Source: an optimization exercise on an open RTL-to-GDS flow (aim: a short achievable clock period and few clock cycles per item). Production flows keep margins and buffers that such runs may drop. Only simulation tests tie the RTL to the original design; equivalence was not proved. No activity file was given, so power comes from the tool's default toggle rates.

==> design/flow/design.v <==
package isa_pkg;
    localparam int WORD_W     = 32;
    localparam int REG_ADDR_W = 5;
    localparam int REG_COUNT  = 32;
    localparam int IMM_WIDTH  = 16;
    localparam int OP_LSB = 26;
    localparam int RS_LSB = 21;
    localparam int RT_LSB = 16;
    localparam int RD_LSB = 11;
    typedef logic [WORD_W-1:0]     word_t;
    typedef logic [REG_ADDR_W-1:0] reg_addr_t;
    typedef logic [5:0]            opcode_t;
    typedef logic [5:0]            funct_t;
    typedef logic [2:0]            alu_op_t;
    localparam opcode_t OP_RTYPE = 6'h00;
    localparam opcode_t OP_ADDI  = 6'h08;
    localparam opcode_t OP_LW    = 6'h23;
    localparam opcode_t OP_SW    = 6'h2b;
    localparam funct_t FN_ADD = 6'h20;
    localparam funct_t FN_SUB = 6'h22;
    localparam funct_t FN_AND = 6'h24;
    localparam funct_t FN_OR  = 6'h25;
    localparam funct_t FN_SLT = 6'h2a;
    localparam alu_op_t ALU_ADD = 3'd0;
    localparam alu_op_t ALU_SUB = 3'd1;
    localparam alu_op_t ALU_AND = 3'd2;
    localparam alu_op_t ALU_OR  = 3'd3;
    localparam alu_op_t ALU_SLT = 3'd4;
endpackage
package pipe_pkg;
    localparam int FETCH_DEPTH = 4;    
    localparam int DMEM_DEPTH  = 64;
    localparam int WORD_LSB = 2;
    localparam int FETCH_PTR_W = $clog2(FETCH_DEPTH);
    localparam int DMEM_ADDR_W = $clog2(DMEM_DEPTH);
    typedef logic [FETCH_PTR_W-1:0] fetch_ptr_t;
    typedef logic [FETCH_PTR_W:0]   fetch_count_t;    
    typedef logic [DMEM_ADDR_W-1:0] dmem_addr_t;
endpackage
module fetch_queue (
    input  logic           SYS_clk,
    input  logic           SYS_reset,
    input  logic           instr_valid,
    input  isa_pkg::word_t instr,
    output logic           credit,
    output logic           issue_valid,
    output isa_pkg::word_t issue_instr,
    input  logic           issue_take
);
    isa_pkg::word_t         buffer [pipe_pkg::FETCH_DEPTH];
    pipe_pkg::fetch_ptr_t   wr_ptr;
    pipe_pkg::fetch_ptr_t   rd_ptr;
    pipe_pkg::fetch_count_t count;
    logic                   pop;
    assign issue_valid = (count != '0);
    assign issue_instr = buffer[rd_ptr];
    assign pop         = issue_valid && issue_take;
    always_ff @(posedge SYS_clk)
    begin
        if (SYS_reset)
        begin
            wr_ptr <= '0;
            rd_ptr <= '0;
            count  <= '0;
            credit <= 1'b0;
        end
        else
        begin
            if (instr_valid)
                wr_ptr <= wr_ptr + 1'b1;    
            if (pop)
                rd_ptr <= rd_ptr + 1'b1;
            count  <= count + {{pipe_pkg::FETCH_PTR_W{1'b0}}, instr_valid}
                            - {{pipe_pkg::FETCH_PTR_W{1'b0}}, pop};
            credit <= pop;    
        end
    end
    always_ff @(posedge SYS_clk)
    begin
        if (instr_valid)
            buffer[wr_ptr] <= instr;
    end
endmodule
module reg_file (
    input  logic               SYS_clk,
    input  isa_pkg::reg_addr_t rs_addr,
    input  isa_pkg::reg_addr_t rt_addr,
    output isa_pkg::word_t     rs_data,
    output isa_pkg::word_t     rt_data,
    input  logic               wb_valid,
    input  isa_pkg::reg_addr_t wb_dest,
    input  isa_pkg::word_t     wb_data
);
    isa_pkg::word_t regs [isa_pkg::REG_COUNT];
    always_ff @(posedge SYS_clk)
    begin
        if (wb_valid)
            regs[wb_dest] <= wb_data;    
    end
    always_comb
    begin
        if (rs_addr == '0)
            rs_data = '0;
        else if (wb_valid && (wb_dest == rs_addr))
            rs_data = wb_data;
        else
            rs_data = regs[rs_addr];
        if (rt_addr == '0)
            rt_data = '0;
        else if (wb_valid && (wb_dest == rt_addr))
            rt_data = wb_data;
        else
            rt_data = regs[rt_addr];
    end
endmodule
module decode_stage (
    input  logic               SYS_clk,
    input  logic               SYS_reset,
    input  logic               issue_valid,
    input  isa_pkg::word_t     issue_instr,
    output logic               issue_take,
    output logic               ex_valid,
    output logic               ex_reg_write,
    output logic               ex_mem_read,
    output logic               ex_mem_write,
    output isa_pkg::alu_op_t   ex_alu_op,
    output logic               ex_use_imm,
    output isa_pkg::reg_addr_t ex_dest,
    output isa_pkg::word_t     ex_op_a,
    output isa_pkg::word_t     ex_op_b,
    output isa_pkg::word_t     ex_imm,
    input  logic               ex_pend_write,    
    input  isa_pkg::reg_addr_t ex_pend_dest,
    input  logic               mem_pend_write,   
    input  isa_pkg::reg_addr_t mem_pend_dest,
    input  logic               wb_valid,
    input  isa_pkg::reg_addr_t wb_dest,
    input  isa_pkg::word_t     wb_data
);
    logic               d_valid;
    isa_pkg::word_t     d_instr;
    isa_pkg::opcode_t   opcode;
    isa_pkg::funct_t    funct;
    isa_pkg::reg_addr_t rs;
    isa_pkg::reg_addr_t rt;
    isa_pkg::reg_addr_t rd;
    logic               reads_rt;
    logic               rs_busy;
    logic               rt_busy;
    logic               stall;
    always_ff @(posedge SYS_clk)
    begin
        if (SYS_reset)
            d_valid <= 1'b0;
        else if (issue_take)
            d_valid <= issue_valid;    
    end
    always_ff @(posedge SYS_clk)
    begin
        if (issue_take)
            d_instr <= issue_instr;
    end
    assign opcode = d_instr[isa_pkg::OP_LSB +: 6];
    assign funct  = d_instr[5:0];
    assign rs     = d_instr[isa_pkg::RS_LSB +: isa_pkg::REG_ADDR_W];
    assign rt     = d_instr[isa_pkg::RT_LSB +: isa_pkg::REG_ADDR_W];
    assign rd     = d_instr[isa_pkg::RD_LSB +: isa_pkg::REG_ADDR_W];
    always_comb
    begin
        ex_reg_write = 1'b0;
        ex_mem_read  = 1'b0;
        ex_mem_write = 1'b0;
        ex_alu_op    = isa_pkg::ALU_ADD;
        ex_use_imm   = 1'b0;
        ex_dest      = rt;
        reads_rt     = 1'b0;
        case (opcode)
            isa_pkg::OP_RTYPE:
            begin
                ex_dest      = rd;
                reads_rt     = 1'b1;
                ex_reg_write = 1'b1;
                case (funct)
                    isa_pkg::FN_ADD: ex_alu_op = isa_pkg::ALU_ADD;
                    isa_pkg::FN_SUB: ex_alu_op = isa_pkg::ALU_SUB;
                    isa_pkg::FN_AND: ex_alu_op = isa_pkg::ALU_AND;
                    isa_pkg::FN_OR:  ex_alu_op = isa_pkg::ALU_OR;
                    isa_pkg::FN_SLT: ex_alu_op = isa_pkg::ALU_SLT;
                    default:         ex_reg_write = 1'b0;    
                endcase
            end
            isa_pkg::OP_ADDI:
            begin
                ex_reg_write = 1'b1;
                ex_use_imm   = 1'b1;
            end
            isa_pkg::OP_LW:
            begin
                ex_reg_write = 1'b1;
                ex_mem_read  = 1'b1;
                ex_use_imm   = 1'b1;
            end
            isa_pkg::OP_SW:
            begin
                ex_mem_write = 1'b1;
                ex_use_imm   = 1'b1;
                reads_rt     = 1'b1;    
            end
            default: ;    
        endcase
    end
    assign rs_busy = (rs != '0)
                   && ((ex_pend_write && (ex_pend_dest == rs))
                   ||  (mem_pend_write && (mem_pend_dest == rs)));
    assign rt_busy = reads_rt && (rt != '0)
                   && ((ex_pend_write && (ex_pend_dest == rt))
                   ||  (mem_pend_write && (mem_pend_dest == rt)));
    assign stall   = d_valid && (rs_busy || rt_busy);
    assign issue_take = !stall;
    assign ex_valid   = d_valid && !stall;    
    assign ex_imm     = {{(isa_pkg::WORD_W - isa_pkg::IMM_WIDTH){d_instr[isa_pkg::IMM_WIDTH-1]}},
                         d_instr[isa_pkg::IMM_WIDTH-1:0]};
    reg_file u_reg_file (
        .SYS_clk  (SYS_clk),
        .rs_addr  (rs),
        .rt_addr  (rt),
        .rs_data  (ex_op_a),
        .rt_data  (ex_op_b),
        .wb_valid (wb_valid),
        .wb_dest  (wb_dest),
        .wb_data  (wb_data)
    );
endmodule
module execute_stage (
    input  logic               SYS_clk,
    input  logic               SYS_reset,
    input  logic               ex_valid,
    input  logic               ex_reg_write,
    input  logic               ex_mem_read,
    input  logic               ex_mem_write,
    input  isa_pkg::alu_op_t   ex_alu_op,
    input  logic               ex_use_imm,
    input  isa_pkg::reg_addr_t ex_dest,
    input  isa_pkg::word_t     ex_op_a,
    input  isa_pkg::word_t     ex_op_b,
    input  isa_pkg::word_t     ex_imm,
    output logic               ex_pend_write,
    output isa_pkg::reg_addr_t ex_pend_dest,
    output logic               mem_valid,
    output logic               mem_reg_write,
    output logic               mem_mem_read,
    output logic               mem_mem_write,
    output isa_pkg::reg_addr_t mem_dest,
    output isa_pkg::word_t     mem_alu_result,
    output isa_pkg::word_t     mem_store_data
);
    logic               e_valid;
    logic               e_reg_write;
    logic               e_mem_read;
    logic               e_mem_write;
    isa_pkg::alu_op_t   e_alu_op;
    logic               e_use_imm;
    isa_pkg::reg_addr_t e_dest;
    isa_pkg::word_t     e_op_a;
    isa_pkg::word_t     e_op_b;
    isa_pkg::word_t     e_imm;
    isa_pkg::word_t     alu_b;
    isa_pkg::word_t     alu_result;
    always_ff @(posedge SYS_clk)
    begin
        if (SYS_reset)
            e_valid <= 1'b0;
        else
            e_valid <= ex_valid;
    end
    always_ff @(posedge SYS_clk)
    begin
        e_reg_write <= ex_reg_write;
        e_mem_read  <= ex_mem_read;
        e_mem_write <= ex_mem_write;
        e_alu_op    <= ex_alu_op;
        e_use_imm   <= ex_use_imm;
        e_dest      <= ex_dest;
        e_op_a      <= ex_op_a;
        e_op_b      <= ex_op_b;
        e_imm       <= ex_imm;
    end
    assign alu_b = e_use_imm ? e_imm : e_op_b;    
    always_comb
    begin
        case (e_alu_op)
            isa_pkg::ALU_SUB: alu_result = e_op_a - alu_b;
            isa_pkg::ALU_AND: alu_result = e_op_a & alu_b;
            isa_pkg::ALU_OR:  alu_result = e_op_a | alu_b;
            isa_pkg::ALU_SLT: alu_result = {31'd0, $signed(e_op_a) < $signed(alu_b)};
            default:          alu_result = e_op_a + alu_b;
        endcase
    end
    assign mem_valid      = e_valid;
    assign mem_reg_write  = e_reg_write;
    assign mem_mem_read   = e_mem_read;
    assign mem_mem_write  = e_mem_write;
    assign mem_dest       = e_dest;
    assign mem_alu_result = alu_result;
    assign mem_store_data = e_op_b;
    assign ex_pend_write = e_valid && e_reg_write;    
    assign ex_pend_dest  = e_dest;
endmodule
module memory_stage (
    input  logic               SYS_clk,
    input  logic               SYS_reset,
    input  logic               mem_valid,
    input  logic               mem_reg_write,
    input  logic               mem_mem_read,
    input  logic               mem_mem_write,
    input  isa_pkg::reg_addr_t mem_dest,
    input  isa_pkg::word_t     mem_alu_result,
    input  isa_pkg::word_t     mem_store_data,
    output logic               mem_pend_write,    
    output isa_pkg::reg_addr_t mem_pend_dest,
    output logic               wb_valid,    
    output isa_pkg::reg_addr_t wb_dest,
    output isa_pkg::word_t     wb_data
);
    isa_pkg::word_t       dmem [pipe_pkg::DMEM_DEPTH];
    logic                 m_valid;
    logic                 m_reg_write;
    logic                 m_mem_read;
    logic                 m_mem_write;
    isa_pkg::reg_addr_t   m_dest;
    isa_pkg::word_t       m_alu;
    isa_pkg::word_t       m_store;
    pipe_pkg::dmem_addr_t word_addr;
    isa_pkg::word_t       load_data;
    always_ff @(posedge SYS_clk)
    begin
        if (SYS_reset)
        begin
            m_valid  <= 1'b0;
            wb_valid <= 1'b0;
        end
        else
        begin
            m_valid  <= mem_valid;
            wb_valid <= m_valid && m_reg_write && (m_dest != '0);    
        end
    end
    always_ff @(posedge SYS_clk)
    begin
        m_reg_write <= mem_reg_write;
        m_mem_read  <= mem_mem_read;
        m_mem_write <= mem_mem_write;
        m_dest      <= mem_dest;
        m_alu       <= mem_alu_result;
        m_store     <= mem_store_data;
        wb_dest     <= m_dest;
        wb_data     <= m_mem_read ? load_data : m_alu;
    end
    assign word_addr = m_alu[pipe_pkg::WORD_LSB +: pipe_pkg::DMEM_ADDR_W];
    assign load_data = dmem[word_addr];    
    always_ff @(posedge SYS_clk)
    begin
        if (m_valid && m_mem_write)
            dmem[word_addr] <= m_store;
    end
    assign mem_pend_write = m_valid && m_reg_write;
    assign mem_pend_dest  = m_dest;
endmodule
module mips_core (
    input  logic               SYS_clk,
    input  logic               SYS_reset,
    input  logic               instr_valid,
    input  isa_pkg::word_t     instr,
    output logic               instr_credit,
    output logic               wb_valid,
    output isa_pkg::reg_addr_t wb_reg,
    output isa_pkg::word_t     wb_data
);
    logic               issue_valid;
    isa_pkg::word_t     issue_instr;
    logic               issue_take;
    logic               ex_valid;
    logic               ex_reg_write;
    logic               ex_mem_read;
    logic               ex_mem_write;
    isa_pkg::alu_op_t   ex_alu_op;
    logic               ex_use_imm;
    isa_pkg::reg_addr_t ex_dest;
    isa_pkg::word_t     ex_op_a;
    isa_pkg::word_t     ex_op_b;
    isa_pkg::word_t     ex_imm;
    logic               ex_pend_write;
    isa_pkg::reg_addr_t ex_pend_dest;
    logic               mem_valid;
    logic               mem_reg_write;
    logic               mem_mem_read;
    logic               mem_mem_write;
    isa_pkg::reg_addr_t mem_dest;
    isa_pkg::word_t     mem_alu_result;
    isa_pkg::word_t     mem_store_data;
    logic               mem_pend_write;
    isa_pkg::reg_addr_t mem_pend_dest;
    fetch_queue u_fetch_queue (
        .SYS_clk     (SYS_clk),
        .SYS_reset   (SYS_reset),
        .instr_valid (instr_valid),
        .instr       (instr),
        .credit      (instr_credit),
        .issue_valid (issue_valid),
        .issue_instr (issue_instr),
        .issue_take  (issue_take)
    );
    decode_stage u_decode (
        .SYS_clk        (SYS_clk),
        .SYS_reset      (SYS_reset),
        .issue_valid    (issue_valid),
        .issue_instr    (issue_instr),
        .issue_take     (issue_take),
        .ex_valid       (ex_valid),
        .ex_reg_write   (ex_reg_write),
        .ex_mem_read    (ex_mem_read),
        .ex_mem_write   (ex_mem_write),
        .ex_alu_op      (ex_alu_op),
        .ex_use_imm     (ex_use_imm),
        .ex_dest        (ex_dest),
        .ex_op_a        (ex_op_a),
        .ex_op_b        (ex_op_b),
        .ex_imm         (ex_imm),
        .ex_pend_write  (ex_pend_write),
        .ex_pend_dest   (ex_pend_dest),
        .mem_pend_write (mem_pend_write),
        .mem_pend_dest  (mem_pend_dest),
        .wb_valid       (wb_valid),
        .wb_dest        (wb_reg),
        .wb_data        (wb_data)
    );
    execute_stage u_execute (
        .SYS_clk        (SYS_clk),
        .SYS_reset      (SYS_reset),
        .ex_valid       (ex_valid),
        .ex_reg_write   (ex_reg_write),
        .ex_mem_read    (ex_mem_read),
        .ex_mem_write   (ex_mem_write),
        .ex_alu_op      (ex_alu_op),
        .ex_use_imm     (ex_use_imm),
        .ex_dest        (ex_dest),
        .ex_op_a        (ex_op_a),
        .ex_op_b        (ex_op_b),
        .ex_imm         (ex_imm),
        .ex_pend_write  (ex_pend_write),
        .ex_pend_dest   (ex_pend_dest),
        .mem_valid      (mem_valid),
        .mem_reg_write  (mem_reg_write),
        .mem_mem_read   (mem_mem_read),
        .mem_mem_write  (mem_mem_write),
        .mem_dest       (mem_dest),
        .mem_alu_result (mem_alu_result),
        .mem_store_data (mem_store_data)
    );
    memory_stage u_memory (
        .SYS_clk        (SYS_clk),
        .SYS_reset      (SYS_reset),
        .mem_valid      (mem_valid),
        .mem_reg_write  (mem_reg_write),
        .mem_mem_read   (mem_mem_read),
        .mem_mem_write  (mem_mem_write),
        .mem_dest       (mem_dest),
        .mem_alu_result (mem_alu_result),
        .mem_store_data (mem_store_data),
        .mem_pend_write (mem_pend_write),
        .mem_pend_dest  (mem_pend_dest),
        .wb_valid       (wb_valid),
        .wb_dest        (wb_reg),
        .wb_data        (wb_data)
    );
endmodule
==> design/flow/run.sh <==
#!/bin/bash
# synth_recipe.tcl (not shown) runs the flow's synth.tcl, then flattens the netlist and writes it again
# the make line also repeats each setting of config.mk as NAME=value (left out here)
make -C /OpenROAD-flow-scripts/flow DESIGN_CONFIG=/design/flow/config.mk WORK_HOME=/design/flow/orfs CLKGATE_MAP_FILE= SYNTH_SCRIPT=/design/flow/synth_recipe.tcl finish
==> design/flow/config.mk <==
export PLATFORM = sky130hd
export DESIGN_NAME = mips_core
export DESIGN_NICKNAME = mips_core
export VERILOG_FILES = /design/flow/design.v
export SDC_FILE = /design/flow/constraint.sdc
export NUM_CORES = 4
export LEC_CHECK = 0
export CAP_MARGIN = 20
export CORE_MARGIN = 2
export CORE_UTILIZATION = 40
export SLEW_MARGIN = 20
==> design/flow/constraint.sdc <==
create_clock -name core_clock -period 6.5 [get_ports {SYS_clk}]
set_input_delay 1.3000 -clock core_clock [delete_from_list [all_inputs] [get_ports {SYS_clk}]]
set_output_delay 1.3000 -clock core_clock [all_outputs]
set_load 0.01 [all_outputs]
==> impl_results.md <==
- Final setup viols: 0
- Clock Power Share: 0.260
- Die Width: between 500 and 600 um
- Crit path max fanout: 17
- Clock Latency Late Sink: 0.95 ns
- Register area share after synthesis: 0.7357
- Quantity of gates resized following cts: 0
- Yosys warns: 5
- Synth async-reset ratio: 0
- Kind of critical path: register to register
- Worst slew pin tran: 1.214 ns
- Initial drt markers: ~12000
- Most used cell, CP: a21oi_1
- Vias in the first global route: 78250
- Ys flop type: edfxtp_1
- Longest Clk Path Bufs: 4
- Clock slew at reported path FFs: 0.07 ns
- Setup bufs post-CTS: 0
- All-Layer GR Usage: 0.2467
- Num CTS Buffers: between 300 and 400
- R2R Path Start: u_execute.e_use_imm
- CTS sink count: 3445
- Distinct cells, synth: 80
- First-pass GRT wire length: just over 600000 um
- Worst Clk Skew: 0.05996 ns
- Fin. max-slew vios: 0
- Sw frac: 0.3687
- Root Driver: clkbuf_16
- Met1 WL: 167400 um
- DP HPWL: 255500 um
- CP Capture Type: register
- Layout net count: 7932
- Net switching power: roughly 29 mW
- Number of hold violations in the final report: 0
- Filler cells: 28990
- Synthesis-to-finish area growth: 14.31%
- Vias per cell: around 6.3
- Unrepaired setup endpoints after global routing: false
- # port buffers: 73
- Ports: 74
- GP Congestion: 0.9118
- Cell Int Power: 49.30 mW
- Synth Net Count: 7711
- Crit path from: u_execute.e_use_imm
- WL/cell: about 35 um
- DIE AREA: about 0.35 mm^2
- EDFF count, synth: 3232
- First-pass iteration count of the detailed router: 6
- Leakage: 49.23 nW
- Arr. time, crit path: 5.43 ns
- Grt total ovfl: 0
- Top cells by count, synth: edfxtp_1 (3232), a22oi_1 (784), mux4_2 (606)
- Tmin final: 4.624 ns
- Largest net degree at the start of global routing: 117
- Run status: complete, no violations
- Placeable Area: 0.3427 mm^2
- Flop pwr share: 0.381
- Cells after synthesis: 7570
- Hold Path Class: register to register
- Final TNS setup: 0 ns
- Placed Area: roughly 0.15 mm^2
- # H-tree levels: 5
- Initial antenna violation count: 39
- Worst setup SP type: register
- Logic pwr share: 0.359
- Slew margin rel.: 0.1903
- Synthesized area: approximately 0.14 mm^2
- Max-cap violations: 0
- Synthesized area per cell: 18.19 um^2
- Synth top area share: 0.7047
- Yosys top cell by area: edfxtp_1
- Register bit total from synthesis: about 3400
- Hold_sp: u_execute.e_op_b[20]
- DRT Wirelength: about 440000 um
- Met3 wire length: 46030 um
- Starting Density: 0.4019
- Die height: 590.8 um
- CP required: 7.30 ns
- # DRC: 0
- Most common cell in the synthesized netlist: edfxtp_1
- Routed met2 length: 205600 um
- Fraction of the cycle the final worst path needs: 0.7114
- Synth area leaders: edfxtp_1 (70%), mux4_2 (9.9%), a22oi_1 (4.3%)
- Critical path's slowest cell: a2111oi_0
- FMAX: 216.3 MHz
- DR vias: 79870
- Top routing layer used: met5
- Power Dens Cells: 496.0 mW/mm^2
- Critical path, cell by cell: buf_4 > clkinv_1 > a21oi_1 > ha_1 > inv_1 > a21oi_1 > a31oi_1 > nor4_1 > a21oi_1 > a2111oi_0 > a211oi_1 > o32ai_1 > o41ai_1
- CP max stage delay: 0.84 ns
- Post-DRT Antenna Nets: 0
- Cell row count: roughly 220
- Share of post-route cells with drive strength above 1: 0.2022
- Design area: 0.1574 mm^2
- CTS Hold Bufs: 0
- VDD IR max: roughly 0.44 mV
- CTS tree: done
==> cell families after synthesis <==
| kind of cell | synth area share |
|---|---|
| muxes | 0.1116 |
| AOI/OAI and AO/OA | 0.09290 |
| adders and majority gates | 0.009793 |
| xor gates and xnor gates | 0.002798 |
| buffers and inverters | 0.01821 |
| DFF | 0.7357 |
| and+or+nand+nor | 0.02909 |
==> flip-flops by register name, indices dropped and copies added, names as in the netlist, 2 cells and up <==
| signal | count |
|---|---|
| u_decode.u_reg_file.regs | 1024 |
| u_execute.e_op_b | 32 |
| u_fetch_queue.count | 3 |
| u_fetch_queue.wr_ptr | 2 |
| u_memory.m_store | 32 |
| u_memory.wb_dest | 5 |
| u_memory.m_dest | 5 |
| u_memory.m_alu | 32 |
| u_fetch_queue.buffer | 128 |
| u_execute.e_alu_op | 3 |
| u_fetch_queue.rd_ptr | 2 |
| u_execute.e_imm | 16 |
| u_decode.d_instr | 32 |
| u_memory.wb_data | 32 |
| u_execute.e_op_a | 32 |
| u_memory.dmem | 2048 |
| u_execute.e_dest | 5 |
==> through the flow <==
stage          hold slack [ns]    util  cells  setup slack (ns)  power [mW]
4_1_cts                 0.3299  0.4591  12630             2.027       77.89
3_3_place_gp            0.3111  0.4252  11990             2.164       57.48
5_1_grt                 0.3465  0.4593  12640             1.613       80.45
3_5_place_dp            0.3192  0.4257  11990             2.039       57.78
2_1_floorplan           0.3096       -   7570             2.440       45.43
6_report                0.3263  0.4594  12650             1.876       78.08
==> power by group through the flow <==
| stage | Sequential [mW] | Combinational (mW) | Clock (mW) |
|---|---|---|---|
| after floorplan | 30.5 | 15.0 | 0 |
| after global placement | 30.2 | 27.3 | 0 |
| after detailed placement | 30.2 | 27.6 | 0 |
| after CTS | 29.7 | 27.7 | 20.5 |
| after global routing | 29.8 | 29.4 | 21.3 |
| final | 29.7 | 28.1 | 20.3 |
==> cell type report <==
class                           instances  area, um^2  area share
Sequential cell                      3445      101400      0.6439
Tap cell                             4557        5702     0.03622
Multi-Input combinational cell       3481       34770      0.2208
Clock buffer                          459        9510     0.06041
Antenna cell                           20       50.05   0.0003179
Inverter                              112       422.9    0.002686
Clock inverter                        181        1953     0.01241
Timing Repair Buffer                  399        3654     0.02321
==> cell usage in the layout (no fill, tap or decap), drive strengths merged, types with 158 or more instances in the layout <==
cell,count
a21oi,188
a221oi,187
a22oi,784
buf,326
clkbuf,459
dfxtp,213
edfxtp,3232
mux2i,158
mux4,606
nand4,194
nor2,329
==> path summary, 6_finish.rpt <==
check / end / slack (ns) / depth (start not counted)
max: u_memory.m_alu[26] / 1.88 / 13
min: u_memory.m_store[20] / 0.33 / 0
max reg2reg: u_memory.m_alu[26] / 1.88 / 13
min reg2reg: u_memory.m_store[20] / 0.33 / 0
==> routing by layer <==
layer,vias to the layer above,GRT usage
li1,32270,-
met1,42070,0.3332
met2,4722,0.3896
met3,793,0.05351
met4,14,0.09974
met5,-,0
==> critical path: cells and delay by family, from the launching register on <==
kind	cells	cell delay (ns)
adder cells (fa/ha/maj)	1	0.34
AO/OA/AOI/OAI	8	2.48
AND/OR/NAND/NOR	1	0.26
buffers and inverters	3	1.10
flip-flops	1	0.30
Testbench counts, summed over its fixed seeds: cycles 17,672, instrs 12,000.

[afterwards: timing with drivers on the ports]
Ports are ideal in the flow. The routed layout listed here was re-timed in OpenROAD. Step 1 (the two cells are an assumption about what drives the block):
set clk [get_ports {SYS_clk}]
set_driving_cell -lib_cell sky130_fd_sc_hd__clkbuf_16 $clk
set_driving_cell -lib_cell sky130_fd_sc_hd__buf_2 [delete_from_list [all_inputs] $clk]
Step 2 moves the port delays by t, midway between the first and last clock arrival at a register: inputs arrive t later, outputs are due t later. That takes back most of the time a late clock gives input paths. Slacks: ideal ports / drivers / drivers and shift; pairs: ideal ports / drivers.
t, ns: 1.042
setup WS [ns]: 1.876 / 1.876 / 1.876
latest minus earliest clock arrival (ns): 0.065 / 0.065
worst slew at a driven data input, ns: 0.16
After both steps setup and hold are still met in this run. For this run, drivers alone change the setup slack by 0.000 ns; drivers and shift together by 0.000 ns.
